What follows belongs to an exercise in optimizing a design on an open flow for small area and a short achievable clock period; a production flow would make more cautious choices. At most, simulation tests tie the RTL to the original design; equivalence was not proved. Only the layout flow was run in runs 4 and 5; the RTL was not checked for function there. Power and IR drop assume default switching activity.

==> flow/design.v <==
package mem_ctrl_pkg;
   localparam int CNT_W = 4;
endpackage
module sp_byte_ram #(
  parameter int    DATA_W      = 32,
  parameter int    DEPTH_WORDS = 64,
  parameter        MEM_INIT    = "",
  parameter int    NB          = DATA_W / 8,
  parameter int    AW          = (DEPTH_WORDS > 1) ? $clog2(DEPTH_WORDS) : 1
) (
  input  logic              clk,
  input  logic [NB*DEPTH_WORDS/4-1:0] wen,
  input  logic [DATA_W-1:0] wdata,
  input  logic [DEPTH_WORDS/2-1:0] tsel,
  output logic [DATA_W-1:0] tap
);
  localparam int NR = DEPTH_WORDS / 4;
  logic [DATA_W-1:0] tap_r [NR];
  for (genvar r = 0; r < NR; r++) begin : g_ring
    logic [DATA_W-1:0] p0, p1, p2, p3;
    always_ff @(posedge clk) begin
      p1 <= p0;
      p2 <= p1;
      p3 <= p2;
      for (int b = 0; b < NB; b++)
        p0[b*8 +: 8] <= wen[r*NB+b] ? wdata[b*8 +: 8] : p3[b*8 +: 8];
    end
    assign tap_r[r] = ({DATA_W{tsel[2*r]}} & p0) | ({DATA_W{tsel[2*r+1]}} & p2);
  end
  always_comb begin
    tap = '0;
    for (int r = 0; r < NR; r++) tap = tap | tap_r[r];
  end
endmodule
import mem_ctrl_pkg::*;
module multicycle_mem_ctrl
#(
   parameter int                DATA_W      = 32,
   parameter int                ADDR_W      = 32,
   parameter int                DEPTH_WORDS = 64,
   parameter int                WAIT_STATES = 2,
   parameter                    MEM_INIT    = "",
   parameter logic [ADDR_W-1:0] MMIO_ADDR   = 32'h0000_0100
) (
   input  logic                clk,
   input  logic                reset,
   input  logic                req,
   input  logic                we,
   input  logic [ADDR_W-1:0]   addr,
   input  logic [DATA_W-1:0]   wdata,
   input  logic [DATA_W/8-1:0] be,
   output logic [DATA_W-1:0]   rdata,
   output logic                ready,
   output logic                err,
   output logic [DATA_W-1:0]   WriteData,
   output logic [ADDR_W-1:0]   DataAdr,
   output logic                MemWrite,
   output logic [DATA_W-1:0]   mmio_out
);
   localparam int NB  = DATA_W / 8;
   localparam int BLG = (NB > 1) ? $clog2(NB) : 0;
   localparam int AW  = (DEPTH_WORDS > 1) ? $clog2(DEPTH_WORDS) : 1;
   localparam int NR  = DEPTH_WORDS / 4;
   localparam bit MMIO_EN = 1'b1;
   logic              b1, b2, b3, idle, accept;
   logic              we_q, bad_q, hit_q;
   logic [AW-1:0]     widx_q;
   logic [DATA_W-1:0] wdata_q;
   logic [NB-1:0]     be_q;
   logic              hit_d, bad_d;
   assign hit_d  = MMIO_EN && (addr == MMIO_ADDR);
   assign bad_d  = (addr[BLG-1:0] != '0) || ((addr[ADDR_W-1:AW+BLG] != '0) && !hit_d);
   assign accept = idle && req;
   always_ff @(posedge clk) begin
      if (!reset) begin
         b1   <= 1'b0;
         b2   <= 1'b0;
         b3   <= 1'b0;
         idle <= 1'b1;
      end else begin
         b1   <= accept;
         b2   <= b1;
         b3   <= b2;
         idle <= !accept && !b1 && !b2;
      end
   end
   always_ff @(posedge clk) begin
      if (accept) begin
         we_q    <= we;
         bad_q   <= bad_d;
         hit_q   <= hit_d;
         widx_q  <= addr[AW+BLG-1:BLG];
         wdata_q <= wdata;
         be_q    <= be;
      end
   end
   logic [1:0]        ph;           
   logic [DATA_W-1:0] wbuf;         
   logic [NB-1:0]     wbe;
   logic [1:0]        wslot;        
   logic [NR-1:0]     wring;        
   logic              wa;           
   logic              land;
   logic [NB*NR-1:0]  wen;
   logic [DATA_W-1:0] tap, samp_q;
   logic [1:0]        posn;
   always_ff @(posedge clk) ph <= ph + 2'd1;
   always_ff @(posedge clk) begin
      if (b2) begin
         wbuf   <= wdata_q;
         wbe    <= be_q;
         wslot  <= widx_q[1:0];
         for (int r = 0; r < NR; r++) wring[r] <= (widx_q[AW-1:2] == r);
      end
   end
   logic       lnext_q, l3_q;
   logic       wa_n;
   logic [1:0] wslot_n;
   logic       p3_n;
   assign land = lnext_q || (l3_q && reset);
   always_comb begin
      if (b2 && reset && we_q && !bad_q && !hit_q) wa_n = 1'b1;
      else if (land || (b3 && !reset))             wa_n = 1'b0;
      else                                         wa_n = wa;
      wslot_n = b2 ? widx_q[1:0] : wslot;
      p3_n    = (wslot_n + ph + 2'd1) == 2'd3;
   end
   always_ff @(posedge clk) begin
      wa      <= wa_n;
      lnext_q <= wa_n && p3_n && !(b2 && reset);
      l3_q    <= wa_n && p3_n && (b2 && reset);
   end
   always_comb begin
      for (int r = 0; r < NR; r++)
         for (int b = 0; b < NB; b++)
            wen[r*NB+b] = land && wring[r] && wbe[b];
   end
   logic [2*NR-1:0]   tsel_q;
   logic              hsel;
   logic [DATA_W-1:0] rtap;
   logic [DATA_W-1:0] mmio_q;
   assign posn = widx_q[1:0] + ph + 2'd1;
   always_ff @(posedge clk) begin
      for (int r = 0; r < NR; r++) begin
         tsel_q[2*r]   <= (widx_q[AW-1:2] == r) && (posn == 2'd0) && !hit_q;
         tsel_q[2*r+1] <= (widx_q[AW-1:2] == r) && (posn == 2'd2) && !hit_q;
      end
   end
   sp_byte_ram #(
      .DATA_W      (DATA_W),
      .DEPTH_WORDS (DEPTH_WORDS),
      .MEM_INIT    (MEM_INIT)
   ) u_ram (
      .clk   (clk),
      .wen   (wen),
      .wdata (wbuf),
      .tsel  (tsel_q),
      .tap   (tap)
   );
   assign hsel = hit_q && !idle;
   assign rtap = tap | ({DATA_W{hsel}} & mmio_q);
   always_ff @(posedge clk) samp_q <= rtap;
   logic              ready_q, err_q, mw_q;
   logic              ld_q;
   logic [DATA_W-1:0] rdata_q, wd_out_q;
   logic [AW:0]       adr_out_q;    
   always_ff @(posedge clk) ld_q <= reset && b2 && !we_q && !bad_q;
   always_ff @(posedge clk) begin
      if (!reset) begin
         ready_q   <= 1'b0;
         err_q     <= 1'b0;
         mw_q      <= 1'b0;
         wd_out_q  <= '0;
         adr_out_q <= '0;
         rdata_q   <= '0;
      end else begin
         ready_q <= b3;
         err_q   <= b3 && bad_q;
         mw_q    <= b3 && we_q && !bad_q;
         if (b3 && we_q && !bad_q) begin
            wd_out_q  <= wdata_q;
            adr_out_q <= {hit_q, widx_q};
         end
         if (ld_q) rdata_q <= rtap | samp_q;
      end
   end
   always_ff @(posedge clk) begin
      if (!reset) begin
         mmio_q <= '0;
      end else if (b3 && we_q && hit_q) begin
         for (int i = 0; i < NB; i++) begin
            if (be_q[i]) mmio_q[i*8 +: 8] <= wdata_q[i*8 +: 8];
         end
      end
   end
   assign rdata     = rdata_q;
   assign mmio_out  = mmio_q;
   assign ready     = ready_q;
   assign err       = err_q;
   assign MemWrite  = mw_q;
   assign WriteData = wd_out_q;
   assign DataAdr   = {{(ADDR_W-AW-BLG-1){1'b0}}, adr_out_q, {BLG{1'b0}}};
endmodule
==> flow/run.sh <==
#!/bin/bash
# synth_recipe.tcl (not shown) runs the flow's synth.tcl, then flattens the netlist and writes it again
# the make line also repeats each setting of config.mk as NAME=value (left out here)
make -C /OpenROAD-flow-scripts/flow DESIGN_CONFIG=/design/flow/config.mk WORK_HOME=/design/flow/orfs CLKGATE_MAP_FILE= SYNTH_SCRIPT=/design/flow/synth_recipe.tcl finish
==> flow/config.mk <==
export PLATFORM = sky130hd
export DESIGN_NAME = multicycle_mem_ctrl
export DESIGN_NICKNAME = multicycle_mem_ctrl
export VERILOG_FILES = /design/flow/design.v
export SDC_FILE = /design/flow/constraint.sdc
export NUM_CORES = 4
export LEC_CHECK = 0
export CAP_MARGIN = 20
export CORE_MARGIN = 2
export CORE_UTILIZATION = 50
export CTS_CLUSTER_DIAMETER = 90
export CTS_CLUSTER_SIZE = 32
export SETUP_SLACK_MARGIN = 2.1
export SLEW_MARGIN = 20
export TNS_END_PERCENT = 10
==> flow/constraint.sdc <==
create_clock -name core_clock -period 4.0 [get_ports {clk}]
set_input_delay 0.8000 -clock core_clock [delete_from_list [all_inputs] [get_ports {clk}]]
set_output_delay 0.8000 -clock core_clock [all_outputs]
set_load 0.01 [all_outputs]
==> results of run 1 <==
## per-layer routing
layer | global-route usage (%) | vias to the layer above
li1 | - | 15430
met3 | 5.120 | 205
met4 | 7.252 | 0
met1 | 39.89 | 17450
met5 | 0 | -
met2 | 42.50 | 1209
## through the flow
step | hold WS [ns] | setup WS [ns] | power, mW | cells
2_1_floorplan | 0.3096 | 1.998 | 24.49 | 4207
3_3_place_gp | 0.3095 | 0.7104 | 24.77 | 5868
3_5_place_dp | 0.3121 | 0.6916 | 24.78 | 5868
4_1_cts | 0.3257 | 1.910 | 35.40 | 6113
5_1_grt | 0.3338 | 1.900 | 36.29 | 6171
6_report | 0.3294 | 1.955 | 35.33 | 6173
## power by group
part / total (mW) / switching [mW] / leakage (nW) / internal [mW]
clock network: 11.0 / 6.83 / 1.16 / 4.21
logic: 0.428 / 0.236 / 8.10 / 0.192
registers: 23.9 / 0.236 / 19.0 / 23.6
## layout by cell type, fill, tap and decap left out, types with 33 or more instances in the layout
master | Yosys | routed
clkbuf_16 | 0 | 95
a21boi_0 | 71 | 71
mux2_2 | 513 | 513
nand2b_1 | 38 | 38
buf_2 | 34 | 96
nand4_1 | 65 | 65
nand2_2 | 0 | 61
clkdlybuf4s50_1 | 0 | 70
dfxtp_4 | 0 | 46
nor2_1 | 54 | 53
nand3_1 | 33 | 33
buf_6 | 21 | 35
nand2_1 | 248 | 180
edfxtp_1 | 97 | 97
buf_12 | 0 | 53
a22oi_1 | 128 | 123
dfxtp_2 | 0 | 88
dfxtp_1 | 2230 | 2096
a221oi_2 | 2 | 131
a22o_1 | 192 | 190
buf_4 | 32 | 133
a221oi_1 | 190 | 56
## logic make-up (layout without fill, tap and decap cells)
kind of cell             after synthesis  in the layout  synth area share (%)
multiplexers                         514            514                 9.306
XOR/XNOR                               6              6               0.08452
flip-flops                          2327           2327                 76.47
AND/OR/NAND/NOR                      507            507                 3.879
other                                  1             27              0.006030
AO/OA/AOI/OAI                        620            620                 8.467
buffers and inverters                207            534                 1.765
adder cells (fa/ha/maj)                1              1               0.02012
## state kept, by name, summed over array words and instances (netlist names), 2 cells and up
name and flops:
rdata_q 32, be_q 4, wdata_q 32, mmio_q 32, wring 16, samp_q 32, u_ram.g_ring.p1 512, u_ram.g_ring.p0 512
tsel_q 32, wbe 4, wbuf 32, wd_out_q 32, widx_q 6, u_ram.g_ring.p2 512, wslot 2, u_ram.g_ring.p3 512
adr_out_q 7, ph 2
## synthesized netlist by cell type, types with 2 or more instances
cell	n
dfxtp_1	2230
mux2_2	513
nand2_1	248
a22o_1	192
a221oi_1	190
a22oi_1	128
clkbuf_1	106
edfxtp_1	97
a21boi_0	71
nand4_1	65
nor2_1	54
nand2b_1	38
buf_2	34
nand3_1	33
buf_4	32
o221a_1	32
or3_1	32
buf_6	21
buf_1	10
or3_4	8
and2_1	7
nor2b_1	6
nor4_1	5
inv_1	4
nor3_1	4
and3_1	3
o31ai_1	3
or2_2	3
xnor2_1	3
xor2_1	3
a221oi_2	2
## final cells by class
cell class,instances,area [um^2],area share (%)
sequential,2327,47840,67.10
antenna,2,5.005,0.007020
clock inverter,3,48.80,0.06845
tap,1637,2048,2.873
inverter,4,15.01,0.02106
multi-input combinational,1673,14950,20.97
timing repair buffer,407,4023,5.642
clock buffer,120,2365,3.317
## final timing paths
path                            from                       to  cells after the start  slack [ns]
min reg2reg  u_ram.g_ring[15].p1[12]  u_ram.g_ring[15].p2[12]                      0        0.33
max reg2reg                     l3_q  u_ram.g_ring[12].p0[17]                      5        1.96
max                        mmio_q[7]              mmio_out[7]                      1        1.96
min          u_ram.g_ring[15].p1[12]  u_ram.g_ring[15].p2[12]                      0        0.33
## repair_timing
action / in CTS / in global routing
setup buffers: 122 / 53
endpoints found under the setup margin: 729 / 451
resized for setup: 698 / 265
hold endpoints to repair: 0 / 0
gates cloned: 0 / 5
pin swaps: 2 / 73
==> results.yml, run 1 <==
worst_setup_path:
  slowest_stage: "dfxtp_4"
  crit_path_start_kind: "flop"
  slowest_delay_ns: 0.42
  cp.arrival_ns: 1.24
  cp_top_family: "flip-flops"
  path_max_fanout: 2
  critPathCaptureType: "primary output"
  required_ns: 3.20
  path_buf_inv: 1
  critPathKind: "flop to primary output"
  crit_chain: "buf_6"
routing:
  detail_route.wl_per_cell_um: 29.21
  met3_length_um: 12250
  drtIter0Drc: 3336
  ant_nets: 0
  via_count: 34290
  route.layer.met1.wl_um: 83110
  dr.pass1.iters: 7
  routed_wl_um: 180300
  wl_met2_um: 80930
  drc: 0
  avgViaCountPerCell: 5.555
  top_layer: "met4"
synth:
  synth_top_area_cell: "dfxtp_1"
  synth_cells: 4183
  ys_top_cells_by_area: "dfxtp_1 72%, mux2_2 9.3%, edfxtp_1 4.7%, a22o_1 2.7%, a221oi_1 2.7%"
  ys_warn_count: 3
  ys_seq_area_share_pct: 76.47
  synth_top_area_share_pct: 71.79
  synth_edf_count: 97
  synth_cell_types: 37
  synthArstFlopShare_pct: 0
  ys_seq_elements: 2327
  ys.flop_type: "dfxtp_1"
  syn-cell-area_um2: 62190
  avgSynthCellArea_um2: 14.87
sta:
  hold_viol_final: 0
  relSlewSlack_pct: 31.48
  setup-violations-final: 0
  rsz0062_at_grt: "yes"
  fin_crit_ns: 2.045
  finalSetupTns_ns: 0
  max_freq_ghz: 0.4891
  clock_skew_ns: 0.02443
  period_share_pct: 51.12
  finalMaxSlewViolations: 0
  worst_slew_pin_slew_ns: 1.028
clock_tree:
  clkTransAtPathRegs_ns: 0.11
  clockRootBuffer: "clkbuf_16"
  numClockSinks: 2327
  holdBufCountCts: 0
  htreeDepth: 3
  worstSkewPairLatency_ns: 0.72
  clockBufferDepth: 3
  cts_buffers: 83
  cts_tree: "built"
final_layout:
  syn2layout_area_growth_pct: 14.65
  nets: 4569
  fin_util_pct: 57.66
  finalInstanceArea_um2: 71290
  drive_above_1_share_pct: 29.42
  fill_cells: 10000
die:
  die_area_um2: 127200
  die_height_um: 356.7
  dieWidth_um: 356.7
  rows: 129
  io_pins: 203
  core_um2: 123600
  initial_core_util_pct: 50.30
worst_hold_path:
  hold_path.class: "flop to flop"
grt:
  grt_first_pass_wirelength_um: 246300
  grt.total_usage_pct: 27.55
  grt_max_degree: 65
  antenna_found_initial: 5
  grt-ovfl-total: 0
  grt_pass1_vias: 33220
pwr:
  vdd.ir_drop.worst_mv: 0.4534
  p_leak_nw: 28.21
  power-per-cell-area_nw_per_um2: 495.5
place:
  hpwl_um: 101700
  placed_area_um2: 65500
  routabilityCongestion: 0.7926
  io_buffers: 177
run:
  maxCapViolations: 0
status:
  status: "no timing/DRC/antenna violations"
==> inputs of run 2 (changes only) <==
--- a/flow/config.mk
+++ b/flow/config.mk
@@ -8,8 +8,8 @@
 export CAP_MARGIN = 20
 export CORE_MARGIN = 2
 export CORE_UTILIZATION = 50
-export CTS_CLUSTER_DIAMETER = 90
-export CTS_CLUSTER_SIZE = 32
+export CTS_CLUSTER_DIAMETER = 100
+export CTS_CLUSTER_SIZE = 28
 export SETUP_SLACK_MARGIN = 2.1
 export SLEW_MARGIN = 20
 export TNS_END_PERCENT = 10
==> results.yml, run 2 <==
place:
  hpwl_um: 101700
  io_buffers: 177
  placed_area_um2: 65500
  routabilityCongestion: 0.7926
grt:
  antenna_found_initial: 8
  grt_first_pass_wirelength_um: 247500
  grt_max_degree: 65
  grt-ovfl-total: 0
  grt_pass1_vias: 33150
  grt.total_usage_pct: 27.60
synth:
  synth_fa_ha_area_share_pct: 0.02012
  ys_warn_count: 3
  synthArstFlopShare_pct: 0
  synth_top_area_cell: "dfxtp_1"
  synth_compound_gate_area_share_pct: 8.467
  avgSynthCellArea_um2: 14.87
  synth_commonest_cells: "2,230 x dfxtp_1, 513 x mux2_2, 248 x nand2_1, 192 x a22o_1, 190 x a221oi_1"
  synth_cell_types: 37
  synth_xor_area_share_pct: 0.08451
  synth_simple_gate_area_share_pct: 3.879
  synth_top_area_share_pct: 71.79
  synth_most_common_cell: "dfxtp_1"
  synth_cells: 4183
  synth_top_family_by_area: "multiplexers"
  synth_edf_count: 97
  yosys-mux-area-fraction_pct: 9.306
  ys_seq_area_share_pct: 76.47
  ys.flop_type: "dfxtp_1"
  ys_seq_elements: 2327
  ys_top_cells_by_area: "dfxtp_1 72%, mux2_2 9.3%, edfxtp_1 4.7%, a22o_1 2.7%, a221oi_1 2.7%"
  syn-cell-area_um2: 62190
routing:
  detail_route.wl_per_cell_um: 29.43
  drtIter0Drc: 3412
  avgViaCountPerCell: 5.574
  routed_wl_um: 181500
  ant_nets: 0
  dr.pass1.iters: 5
  via_count: 34370
  drc: 0
die:
  core_um2: 123600
  io_pins: 203
  dieWidth_um: 356.7
  die_area_um2: 127200
  rows: 129
  die_height_um: 356.7
  initial_core_util_pct: 50.30
final_layout:
  layout_common_cells: "2,106 x dfxtp_1, 513 x mux2_2, 191 x a22o_1"
  ff_latch_area_um2: 47820
  syn2layout_area_growth_pct: 14.74
  finalInstanceArea_um2: 71350
  drive_above_1_share_pct: 27.82
  fin_util_pct: 57.71
  fill_cells: 9908
  layout_commonest_cell: "dfxtp_1"
  multiInputGateArea_um2: 14600
  nets: 4564
pwr:
  p_leak_nw: 28.05
  power_mw: 35.78
  vdd.ir_drop.worst_mv: 0.4339
  power-per-cell-area_nw_per_um2: 501.5
clock_tree:
  clockRootBuffer: "clkbuf_16"
  clockBufferDepth: 3
  worstSkewPairLatency_ns: 0.72
  numClockSinks: 2327
  cts_buffers: 93
  holdBufCountCts: 0
  htreeDepth: 3
  cts_tree: "built"
  clkTransAtPathRegs_ns: 0.10
worst_setup_path:
  path_buf_inv: 1
  required_ns: 4.61
  timing.rr.start: "tsel_q[14]"
  path_max_fanout: 11
  r2r_end: "rdata_q[0]"
  slowest_stage: "dfxtp_4"
  r2r_setup_slack_ns: 1.89
  crit_path_start_kind: "flop"
  cp.arrival_ns: 2.72
  critPathKind: "flop to flop"
  cp_top_family: "compound AO/OA/AOI/OAI gates"
  crit_chain: "buf_6 > a22o_1 > a221oi_2 > nand4_1 > or3_4 > o221a_1"
  slowest_delay_ns: 0.45
  rr_worst_depth: 6
  crit_cells: 6
  critPathCaptureType: "flop"
status:
  status: "no timing/DRC/antenna violations"
worst_hold_path:
  hp-start: "u_ram.g_ring[3].p1[22]"
  worstHoldEndpoint: "u_ram.g_ring[3].p2[22]"
  hold_path.class: "flop to flop"
  hold_path_depth: 0
run:
  maxCapViolations: 0
sta:
  clock_skew_ns: 0.02572
  relSlewSlack_pct: 32.10
  finalSetupTns_ns: 0
  worst_slew_pin_slew_ns: 1.018
  period_share_pct: 52.67
  max_freq_ghz: 0.4747
  finalMaxSlewViolations: 0
  setup-violations-final: 0
  fin_crit_ns: 2.107
  hold_viol_final: 0
  rsz0062_at_grt: "yes"
run 2: cell counts after synthesis:
No cell type changed its count.
run 2: layout make-up:
class	instances	share of cell area (%)
Sequential cell	2327	67.03
Multi-Input combinational cell	1674	20.46
Timing Repair Buffer	391	5.955
Clock buffer	131	3.595
Tap cell	1637	2.871
Clock inverter	2	0.07014
Inverter	4	0.02104
Antenna cell	1	0.003507
run 2: report_power, final:
part           total [mW]  switching, mW  internal (mW)
registers            23.9          0.233           23.6
clock network        11.5           6.92           4.58
logic               0.426          0.235          0.190
run 2: timing repair:
item,in CTS,in global routing
gates cloned,1,6
setup buffers,92,66
endpoints found under the hold margin,0,0
endpoints found under the setup margin,723,494
pin swaps,2,43
gates resized for setup,562,293
run 2: routing by layer:
metal	part of all wire, %	wire (um)	global-route usage (%)
met5	0.0099	18	0
met4	2.4	4292	6.311
met3	7.1	12810	4.092
met2	45	81090	43.16
met1	46	83310	40.52
run 2: how the worst max path moves through the flow:
stage,startpoint,endpoint,slack (ns)
after global routing,tsel_q[0],rdata_q[8],1.86
after global placement,reset,u_ram.g_ring[8].p0[9],0.71
after floorplan,reset,u_ram.g_ring[1].p0[0],2.00
after detailed placement,reset,u_ram.g_ring[5].p0[4],0.69
after CTS,rdata_q[28],rdata[28],1.86
final,tsel_q[14],rdata_q[0],1.89
run 2: stage by stage:
stage	std cells	worst slack, ns	hold slack [ns]
4_1_cts	6094	1.865	0.3270
3_5_place_dp	5868	0.6916	0.3121
3_3_place_gp	5868	0.7104	0.3095
5_1_grt	6166	1.862	0.3324
6_report	6167	1.893	0.3260
2_1_floorplan	4207	1.998	0.3096
run 2: cell families (layout without fill, tap and decap cells):
| group | count (synthesis) | count (layout) |
|---|---|---|
| compound gates | 620 | 620 |
| other cells | 1 | 26 |
| simple gates | 507 | 508 |
| xor+xnor | 6 | 6 |
| mux | 514 | 514 |
| flops | 2327 | 2327 |
| buf+inv | 207 | 528 |
| fa+ha+maj | 1 | 1 |
==> inputs of run 3 (changes only) <==
--- a/flow/config.mk
+++ b/flow/config.mk
@@ -5,11 +5,11 @@
 export SDC_FILE = /design/flow/constraint.sdc
 export NUM_CORES = 4
 export LEC_CHECK = 0
-export CAP_MARGIN = 20
+export CAP_MARGIN = 5
 export CORE_MARGIN = 2
 export CORE_UTILIZATION = 50
 export CTS_CLUSTER_DIAMETER = 100
-export CTS_CLUSTER_SIZE = 28
+export CTS_CLUSTER_SIZE = 25
 export SETUP_SLACK_MARGIN = 2.1
-export SLEW_MARGIN = 20
+export SLEW_MARGIN = 5
 export TNS_END_PERCENT = 10
==> results.yml, run 3 <==
pwr:
  p_leak_nw: 27.87
  pwr-share-seq_pct: 65.8
  p_comb_share_pct: 1.1
  power-per-cell-area_nw_per_um2: 511.7
  p_int_mw: 28.73
  power_switching_mw: 7.495
  swShare_pct: 20.69
  vdd.ir_drop.worst_mv: 0.4611
  pwr-share-clk_pct: 33.0
final_layout:
  layout_commonest_cell: "dfxtp_1"
  fin_util_pct: 57.25
  multiInputGateArea_um2: 14360
  drive_above_1_share_pct: 26.64
  fill_cells: 10030
  layout_common_cells: "2,112 x dfxtp_1, 513 x mux2_2, 190 x a22o_1"
  nets: 4546
  syn2layout_area_growth_pct: 13.82
  ff_latch_area_um2: 47820
synth:
  ys.flop_type: "dfxtp_1"
  synth_fa_ha_area_share_pct: 0.02012
  synth_top_area_cell: "dfxtp_1"
  ys_seq_area_share_pct: 76.47
  synth_cell_types: 37
  synth_most_common_cell: "dfxtp_1"
  synthArstFlopShare_pct: 0
  synth_commonest_cells: "2,230 x dfxtp_1, 513 x mux2_2, 248 x nand2_1, 192 x a22o_1, 190 x a221oi_1"
  synth_simple_gate_area_share_pct: 3.879
  yosys-mux-area-fraction_pct: 9.306
  synth_compound_gate_area_share_pct: 8.467
  ys_seq_elements: 2327
  synth_top_area_share_pct: 71.79
  syn-cell-area_um2: 62190
  avgSynthCellArea_um2: 14.87
  ys_top_cells_by_area: "dfxtp_1 72%, mux2_2 9.3%, edfxtp_1 4.7%, a22o_1 2.7%, a221oi_1 2.7%"
  ys_warn_count: 3
  synth_edf_count: 97
  synth_top_family_by_area: "multiplexers"
  synth_cells: 4183
  synth_xor_area_share_pct: 0.08451
die:
  dieWidth_um: 356.7
  io_pins: 203
  initial_core_util_pct: 50.30
  die_height_um: 356.7
  core_um2: 123600
  die_area_um2: 127200
  rows: 129
worst_setup_path:
  crit_chain: "clkdlybuf4s15_2"
  required_ns: 3.20
  path_max_fanout: 2
  slowest_stage: "dfxtp_1"
  critPathCaptureType: "primary output"
  cp_top_family: "flip-flops"
  r2r_end: "rdata_q[0]"
  path_buf_inv: 1
  r2r_setup_slack_ns: 1.92
  crit_path_start_kind: "flop"
  timing.rr.start: "tsel_q[14]"
  rr_worst_depth: 6
  cp.arrival_ns: 1.29
  critPathKind: "flop to primary output"
  slowest_delay_ns: 0.35
routing:
  dr.pass1.iters: 5
  detail_route.wl_per_cell_um: 29.09
  avgViaCountPerCell: 5.560
  via_count: 34190
  routed_wl_um: 178900
  drtIter0Drc: 3446
  ant_nets: 0
  drc: 0
sta:
  period_share_pct: 52.20
  fin_crit_ns: 2.088
  setup-violations-final: 0
  hold_viol_final: 0
  finalMaxSlewViolations: 0
  hold_slack_ns: 0.3179
  relSlewSlack_pct: 30.86
  finalSetupTns_ns: 0
  worst_slew_pin_slew_ns: 1.037
  clock_skew_ns: 0.03234
  max_freq_ghz: 0.4789
  rsz0062_at_grt: "yes"
clock_tree:
  cts_tree: "built"
  holdBufCountCts: 0
  worstSkewPairLatency_ns: 0.73
  numClockSinks: 2327
  clockBufferDepth: 3
  htreeDepth: 3
  clockRootBuffer: "clkbuf_16"
  cts_buffers: 103
  clkTransAtPathRegs_ns: 0.10
grt:
  antenna_found_initial: 9
  grt.total_usage_pct: 27.58
  grt_max_degree: 65
  grt_first_pass_wirelength_um: 247700
  grt-ovfl-total: 0
  grt_pass1_vias: 33350
worst_hold_path:
  worstHoldEndpoint: "u_ram.g_ring[0].p2[12]"
  hp-start: "u_ram.g_ring[0].p1[12]"
  hold_path.class: "flop to flop"
  hold_path_depth: 0
place:
  routabilityCongestion: 0.7926
  hpwl_um: 101700
  io_buffers: 177
status:
  status: "no timing/DRC/antenna violations"
run:
  maxCapViolations: 0
run 3: cell types whose count changed in the layout (fill, tap and decap cells not counted), moves of 7 or more:
cell and change:
a221oi_1 +30, a221oi_2 -29, buf_12 -16, buf_2 +14
buf_6 -9, clkdlybuf4s15_2 -7
run 3: cells by family after synthesis:
family,count (synthesis)
and+or+nand+nor,507
buffers and inverters,207
DFF,2327
muxes,514
other,1
xor gates and xnor gates,6
AOI/OAI and AO/OA,620
adders and majority gates,1
run 3: layout make-up:
| type | count | area share [%] |
|---|---|---|
| clock inverters | 4 | 0.07954 |
| multi-input cells | 1673 | 20.29 |
| flip-flops and latches | 2327 | 67.55 |
| diodes | 1 | 0.003535 |
| repair buffers | 364 | 5.204 |
| clock buffers | 140 | 3.958 |
| well taps | 1637 | 2.894 |
| inverters | 4 | 0.02121 |
run 3: power by group through the flow:
stage | Combinational (mW) | Clock [mW] | Sequential [mW]
2_1_floorplan | 0.214 | 0 | 24.3
3_3_place_gp | 0.349 | 0 | 24.4
3_5_place_dp | 0.354 | 0 | 24.4
4_1_cts | 0.395 | 12.1 | 23.8
5_1_grt | 0.435 | 12.9 | 23.9
6_report | 0.415 | 12.0 | 23.8
run 3: metal layers:
layer / wire, um / track usage (%) / up-vias
met3: 12830 / 4.087 / 219
met2: 79900 / 43.06 / 1276
li1: - / - / 15380
met5: 13 / 0 / -
met4: 3932 / 6.252 / 2
met1: 82230 / 40.57 / 17320
run 3: worst max path at each step:
stage / depth (start not counted) / end / from / slack, ns
after detailed placement: 5 / u_ram.g_ring[5].p0[4] / reset / 0.69
after global routing: 6 / rdata_q[24] / tsel_q[0] / 1.86
after floorplan: 6 / u_ram.g_ring[1].p0[0] / reset / 2.00
after global placement: 5 / u_ram.g_ring[8].p0[9] / reset / 0.71
after CTS: 1 / rdata[12] / rdata_q[12] / 1.87
final: 1 / WriteData[14] / wd_out_q[14] / 1.91
run 3: metrics by stage:
stage | power (mW) | cells | worst slack (ns) | area, um^2
after CTS | 36.30 | 6112 | 1.868 | 69730
after detailed placement | 24.78 | 5868 | 0.6916 | 65500
final | 36.22 | 6150 | 1.912 | 70780
after floorplan | 24.49 | 4207 | 1.998 | 62310
after global routing | 37.21 | 6149 | 1.862 | 70780
after global placement | 24.77 | 5868 | 0.7104 | 65500
run 3: what timing repair did:
item,CTS,global route
cloned,0,2
endpoints found under the setup margin,726,457
gates resized for setup,605,185
pin swaps,2,33
buffers inserted,100,35
==> inputs of run 4 (changes only) <==
--- a/flow/design.v
+++ b/flow/design.v
@@ -102,12 +102,15 @@
    logic              wa;           
    logic              land;
    logic [NB*NR-1:0]  wen;
-   logic [DATA_W-1:0] tap, samp_q;
+   logic [DATA_W-1:0] tap;
    logic [1:0]        posn;
+   logic              hsel;
+   logic [DATA_W-1:0] rtap;
+   logic [DATA_W-1:0] mmio_q;
    always_ff @(posedge clk) ph <= ph + 2'd1;
    always_ff @(posedge clk) begin
       if (b2) begin
-         wbuf   <= wdata_q;
+         wbuf   <= we_q ? wdata_q : rtap;
          wbe    <= be_q;
          wslot  <= widx_q[1:0];
          for (int r = 0; r < NR; r++) wring[r] <= (widx_q[AW-1:2] == r);
@@ -136,9 +139,6 @@
             wen[r*NB+b] = land && wring[r] && wbe[b];
    end
    logic [2*NR-1:0]   tsel_q;
-   logic              hsel;
-   logic [DATA_W-1:0] rtap;
-   logic [DATA_W-1:0] mmio_q;
    assign posn = widx_q[1:0] + ph + 2'd1;
    always_ff @(posedge clk) begin
       for (int r = 0; r < NR; r++) begin
@@ -159,7 +159,6 @@
    );
    assign hsel = hit_q && !idle;
    assign rtap = tap | ({DATA_W{hsel}} & mmio_q);
-   always_ff @(posedge clk) samp_q <= rtap;
    logic              ready_q, err_q, mw_q;
    logic              ld_q;
    logic [DATA_W-1:0] rdata_q, wd_out_q;
@@ -181,7 +180,7 @@
             wd_out_q  <= wdata_q;
             adr_out_q <= {hit_q, widx_q};
          end
-         if (ld_q) rdata_q <= rtap | samp_q;
+         if (ld_q) rdata_q <= rtap | wbuf;
       end
    end
    always_ff @(posedge clk) begin
--- a/flow/config.mk
+++ b/flow/config.mk
@@ -5,11 +5,11 @@
 export SDC_FILE = /design/flow/constraint.sdc
 export NUM_CORES = 4
 export LEC_CHECK = 0
-export CAP_MARGIN = 5
+export CAP_MARGIN = 20
 export CORE_MARGIN = 2
 export CORE_UTILIZATION = 50
 export CTS_CLUSTER_DIAMETER = 100
 export CTS_CLUSTER_SIZE = 25
 export SETUP_SLACK_MARGIN = 2.1
-export SLEW_MARGIN = 5
+export SLEW_MARGIN = 20
 export TNS_END_PERCENT = 10
==> results.yml, run 4 <==
status:
  status: "no timing/DRC/antenna violations"
routing:
  drtIter0Drc: 3334
  via_count: 35290
  top_layer: "met5"
  drc: 0
  ant_nets: 0
  detail_route.wl_per_cell_um: 30.65
  routed_wl_um: 192200
  met3_length_um: 13600
  dr.pass1.iters: 5
  avgViaCountPerCell: 5.626
  wl_met2_um: 85460
  route.layer.met1.wl_um: 86450
die:
  io_pins: 203
  dieWidth_um: 355.9
  initial_core_util_pct: 50.20
  core_um2: 123300
  die_height_um: 355.9
  die_area_um2: 126600
  rows: 129
grt:
  antenna_found_initial: 4
  grt.total_usage_pct: 29.59
  grt_first_pass_wirelength_um: 265400
  grt_pass1_vias: 34540
  grt-ovfl-total: 0
  grt_max_degree: 58
synth:
  ys_seq_area_share_pct: 75.79
  ys.flop_type: "dfxtp_1"
  synth_edf_count: 97
  synthArstFlopShare_pct: 0
  syn-cell-area_um2: 61900
  synth_cells: 4219
  avgSynthCellArea_um2: 14.67
  synth_top_area_share_pct: 71.09
  synth_cell_types: 38
  synth_top_area_cell: "dfxtp_1"
  ys_seq_elements: 2295
  synth_most_common_cell: "dfxtp_1"
  ys_warn_count: 3
  ys_top_cells_by_area: "dfxtp_1 71%, mux2_2 9.9%, edfxtp_1 4.7%, a22oi_1 3.9%, nand2_1 1.5%"
  synth_commonest_cells: "2,198 x dfxtp_1, 545 x mux2_2, 320 x a22oi_1, 248 x nand2_1, 133 x clkbuf_1"
final_layout:
  syn2layout_area_growth_pct: 16.64
  fill_cells: 9690
  multiInputGateArea_um2: 15170
  nets: 4661
  layout.cells.non_filler: 6272
  layout_commonest_cell: "dfxtp_1"
  layout_common_cells: "2,115 x dfxtp_1, 545 x mux2_2, 291 x a22oi_1"
  fin_util_pct: 58.55
  drive_above_1_share_pct: 27.53
  ff_latch_area_um2: 47140
worst_setup_path:
  r2r_end: "wbuf[13]"
  cp_top_family: "simple AND/OR/NAND/NOR gates"
  path_buf_inv: 1
  crit_path_start_kind: "flop"
  cp.arrival_ns: 2.79
  timing.rr.start: "tsel_q[6]"
  critPathKind: "flop to flop"
  required_ns: 4.49
  critPathCaptureType: "flop"
  crit_chain: "buf_12 > a22o_4 > a221oi_4 > nand4_1 > or4_4 > mux2_2"
  path_max_fanout: 5
  rr_worst_depth: 6
  slowest_delay_ns: 0.57
  r2r_setup_slack_ns: 1.70
  slowest_stage: "or4_4"
sta:
  relSlewSlack_pct: 28.03
  period_share_pct: 57.49
  rsz0062_at_grt: "yes"
  hold_slack_ns: 0.3075
  fin_crit_ns: 2.300
  clock_skew_ns: 0.03479
  finalSetupTns_ns: 0
  max_freq_ghz: 0.4348
  worst_slew_pin_slew_ns: 1.080
  setup-violations-final: 0
  hold_viol_final: 0
  finalMaxSlewViolations: 0
place:
  placedCellCount: 5892
  io_buffers: 177
  routabilityCongestion: 0.8091
  hpwl_um: 107800
clock_tree:
  clockRootBuffer: "clkbuf_16"
  worstSkewPairLatency_ns: 0.75
  numClockSinks: 2295
  clockBufferDepth: 3
  clkTransAtPathRegs_ns: 0.10
  cts_buffers: 101
  htreeDepth: 3
  cts_tree: "built"
worst_hold_path:
  hp-start: "u_ram.g_ring[5].p1[29]"
  hold_path.class: "flop to flop"
  worstHoldEndpoint: "u_ram.g_ring[5].p2[29]"
  hold_path_depth: 0
pwr:
  power-per-cell-area_nw_per_um2: 496.0
  p_leak_nw: 28.62
  vdd.ir_drop.worst_mv: 0.3523
run:
  maxCapViolations: 0
[run 4: cells by family after synthesis]
group                    Yosys count  share of synthesized area (%)
AND/OR/NAND/NOR                  539                          4.156
AO/OA/AOI/OAI                    620                          8.411
multiplexers                     546                          9.931
buffers and inverters            211                          1.601
other                              1                       0.006058
XOR/XNOR                           6                        0.08491
flip-flops                      2295                          75.79
adder cells (fa/ha/maj)            1                        0.02021
[run 4: stage by stage]
| stage | power, mW | setup slack [ns] | cell area (um^2) |
|---|---|---|---|
| floorplan | 24.18 | 1.988 | 62020 |
| detailed placement | 24.48 | 0.7372 | 65260 |
| global route | 36.78 | 1.662 | 72190 |
| global placement | 24.48 | 0.7322 | 65250 |
| finish | 35.81 | 1.700 | 72200 |
| CTS | 35.85 | 1.712 | 71100 |
[run 4: layout make-up]
type / instances / share of cell area [%]
repair buffers: 448 / 6.960
inverters: 4 / 0.02080
well taps: 1637 / 2.837
clock buffers: 142 / 3.802
multi-input cells: 1738 / 21.01
flip-flops and latches: 2295 / 65.29
diodes: 3 / 0.01040
clock inverters: 5 / 0.06066
[run 4: worst max path at each step]
stage	cells after the start	from	slack [ns]	to
after floorplan	7	hit_q	1.99	wbuf[14]
after global placement	5	reset	0.73	u_ram.g_ring[11].p0[3]
after detailed placement	5	reset	0.74	u_ram.g_ring[11].p0[1]
after CTS	6	tsel_q[17]	1.71	wbuf[5]
after global routing	6	tsel_q[6]	1.66	wbuf[13]
final	6	tsel_q[6]	1.70	wbuf[13]
[run 4: what timing repair did]
item	in CTS	in global routing
gates resized for setup	463	239
hold buffers	0	0
cloned	3	4
buffers inserted	165	58
endpoints found under the setup margin	769	760
hold endpoints to repair	0	0
pin swaps	51	64
[run 4: metal layers]
layer | vias to the layer above | global-route usage (%)
met2 | 1381 | 45.77
met5 | - | 0
met4 | 2 | 9.797
met1 | 17930 | 42.70
met3 | 313 | 4.333
li1 | 15660 | -
[run 4: worst reg2reg max path: stages (launching register included)]
cell and delay (ns):
dfxtp_4 0.40, buf_12 0.17, a22o_4 0.27, a221oi_4 0.19, nand4_1 0.16, or4_4 0.57, mux2_2 0.28
[run 4: power by group]
part	total [mW]	internal, mW	switching, mW
sequential	23.5	23.3	0.253
combinational	0.497	0.226	0.271
clock	11.8	4.81	6.96
==> inputs of run 5 (changes only) <==
--- a/flow/config.mk
+++ b/flow/config.mk
@@ -8,8 +8,8 @@
 export CAP_MARGIN = 20
 export CORE_MARGIN = 2
 export CORE_UTILIZATION = 50
-export CTS_CLUSTER_DIAMETER = 100
-export CTS_CLUSTER_SIZE = 25
+export CTS_CLUSTER_DIAMETER = 90
+export CTS_CLUSTER_SIZE = 32
 export SETUP_SLACK_MARGIN = 2.1
 export SLEW_MARGIN = 20
 export TNS_END_PERCENT = 10
==> results.yml, run 5 <==
status:
  status: "no timing/DRC/antenna violations"
die:
  core_um2: 123300
  die_area_um2: 126600
  die_height_um: 355.9
  io_pins: 203
  dieWidth_um: 355.9
  rows: 129
  initial_core_util_pct: 50.20
synth:
  synth_commonest_cells: "2,198 x dfxtp_1, 545 x mux2_2, 320 x a22oi_1, 248 x nand2_1, 133 x clkbuf_1"
  synth_fa_ha_area_share_pct: 0.02021
  synth_xor_area_share_pct: 0.08489
  synth_edf_count: 97
  synth_top_area_cell: "dfxtp_1"
  synth_top_area_share_pct: 71.09
  avgSynthCellArea_um2: 14.67
  synth_compound_gate_area_share_pct: 8.411
  ys_seq_area_share_pct: 75.79
  synthArstFlopShare_pct: 0
  yosys-mux-area-fraction_pct: 9.931
  synth_top_family_by_area: "multiplexers"
  ys_seq_elements: 2295
  synth_cell_types: 38
  synth_cells: 4219
  synth_simple_gate_area_share_pct: 4.156
  syn-cell-area_um2: 61900
  ys_warn_count: 3
  ys_top_cells_by_area: "dfxtp_1 71%, mux2_2 9.9%, edfxtp_1 4.7%, a22oi_1 3.9%, nand2_1 1.5%"
  synth_most_common_cell: "dfxtp_1"
  ys.flop_type: "dfxtp_1"
place:
  io_buffers: 177
  routabilityCongestion: 0.8091
  hpwl_um: 107800
routing:
  avgViaCountPerCell: 5.637
  via_count: 35260
  drtIter0Drc: 3406
  drc: 0
  dr.pass1.iters: 7
  routed_wl_um: 191400
  detail_route.wl_per_cell_um: 30.59
  ant_nets: 0
final_layout:
  multiInputGateArea_um2: 15030
  layout_commonest_cell: "dfxtp_1"
  fin_util_pct: 58.13
  nets: 4646
  fill_cells: 9792
  drive_above_1_share_pct: 26.52
  ff_latch_area_um2: 47130
  layout_common_cells: "2,122 x dfxtp_1, 544 x mux2_2, 303 x a22oi_1"
  syn2layout_area_growth_pct: 15.80
sta:
  worst_slew_pin_slew_ns: 1.115
  fin_crit_ns: 2.317
  finalMaxSlewViolations: 0
  max_freq_ghz: 0.4316
  clock_skew_ns: 0.04511
  hold_viol_final: 0
  rsz0062_at_grt: "yes"
  setup-violations-final: 0
  period_share_pct: 57.93
  relSlewSlack_pct: 25.66
  finalSetupTns_ns: 0
pwr:
  p_leak_nw: 28.45
  vdd.ir_drop.worst_mv: 0.3134
  power-per-cell-area_nw_per_um2: 486.6
clock_tree:
  clkTransAtPathRegs_ns: 0.12
  numClockSinks: 2295
  htreeDepth: 3
  cts_tree: "built"
  worstSkewPairLatency_ns: 0.73
  clockBufferDepth: 3
  cts_buffers: 82
  holdBufCountCts: 0
  clockRootBuffer: "clkbuf_16"
worst_setup_path:
  crit_path_start_kind: "flop"
  critPathKind: "flop to flop"
  required_ns: 4.49
  path_max_fanout: 8
  r2r_setup_slack_ns: 1.68
  critPathCaptureType: "flop"
  cp.arrival_ns: 2.80
grt:
  grt_pass1_vias: 34330
  antenna_found_initial: 3
  grt_first_pass_wirelength_um: 264100
  grt.total_usage_pct: 29.45
  grt-ovfl-total: 0
  grt_max_degree: 58
run:
  maxCapViolations: 0
worst_hold_path:
  hold_path.class: "flop to flop"
## run 5: repair_timing
item                       CTS  global route
setup buffers              157            69
setup endpoints to repair  767           739
gates resized for setup    436           179
gates cloned                 4             4
pin swaps                   48            50
## run 5: stage by stage
stage / worst slack (ns) / power (mW) / area [um^2] / cells / hold WS (ns)
after global routing: 1.619 / 35.76 / 71680 / 6253 / 0.3268
after CTS: 1.710 / 34.89 / 70510 / 6179 / 0.3208
final: 1.683 / 34.88 / 71680 / 6255 / 0.3184
after detailed placement: 0.7372 / 24.48 / 65260 / 5892 / 0.3121
after global placement: 0.7322 / 24.48 / 65250 / 5892 / 0.3097
after floorplan: 1.988 / 24.18 / 62020 / 4243 / 0.3096
## run 5: critical path, cell delays in order, from the launching register on
cell and delay [ns]:
dfxtp_4 0.42, buf_12 0.15, buf_16 0.15, a22o_1 0.22, a221oi_2 0.20, nand3_1 0.11
or4_4 0.55, mux2_2 0.28
## run 5: cells by family (layout without fill, tap and decap cells)
family                   count (synthesis)  in the layout
AND/OR/NAND/NOR                        539            539
adder cells (fa/ha/maj)                  1              1
XOR/XNOR                                 6              6
flip-flops                            2295           2295
AO/OA/AOI/OAI                          620            620
other                                    1             28
buffers and inverters                  211            583
multiplexers                           546            546
## run 5: power by group
| part | switching (mW) | internal, mW |
|---|---|---|
| combinational | 0.265 | 0.227 |
| clock | 6.81 | 4.03 |
| sequential | 0.252 | 23.3 |
| total | 7.33 | 27.6 |
## run 5: final timing paths
check	start	to	depth (start not counted)
hold reg to reg	u_ram.g_ring[2].p1[28]	u_ram.g_ring[2].p2[28]	0
setup reg to reg	tsel_q[17]	wbuf[13]	7
setup / recovery	tsel_q[17]	wbuf[13]	7
hold / removal	u_ram.g_ring[2].p1[28]	u_ram.g_ring[2].p2[28]	0
## run 5: area by class of cell
type	count	area share, %
multi-input cells	1737	20.97
clock inverters	7	0.09426
flip-flops and latches	2295	65.75
repair buffers	453	7.148
clock buffers	119	3.145
inverters	4	0.02095
well taps	1637	2.857
diodes	3	0.01047
## run 5: per-layer routing
metal | vias to the layer above | global-route usage (%) | share of wire, %
li1 | 15620 | - | -
met1 | 18030 | 42.55 | 45
met2 | 1305 | 45.16 | 44
met3 | 310 | 4.394 | 6.9
met4 | 0 | 10.32 | 3.8
met5 | - | 0 | 0

## separate check: timing with driven ports
How much do the figures lean on ideal ports? The routed layouts below were timed once more, with nothing changed but the port constraints. Step 1 assumes that a clkbuf_16 drives the clock port and a buf_2 every other input. Step 2 moves the port delays by t, midway between the first and last clock arrival at a register: inputs arrive t later, outputs are due t later. That takes back most of the time a late clock gives input paths. Slacks: ideal ports / drivers / drivers and shift; pairs: ideal ports / drivers.
| run | t, ns | setup slack, ns | pins driven straight from the clock port |
|---|---|---|---|
| run 1 | 0.782 | 1.955 / 1.877 / 1.400 | 1 |
| run 2 | 0.784 | 1.893 / 1.835 / 1.402 | 1 |
| run 3 | 0.794 | 1.912 / 1.836 / 1.389 | 1 |
| run 4 | 0.811 | 1.700 / 1.700 / 1.279 | 1 |
| run 5 | 0.783 | 1.683 / 1.683 / 1.300 | 1 |
After both steps every run listed still meets setup and hold. The setup slack of run 1, which loses most, moves by -0.078 ns with the drivers and by -0.555 ns with both steps.
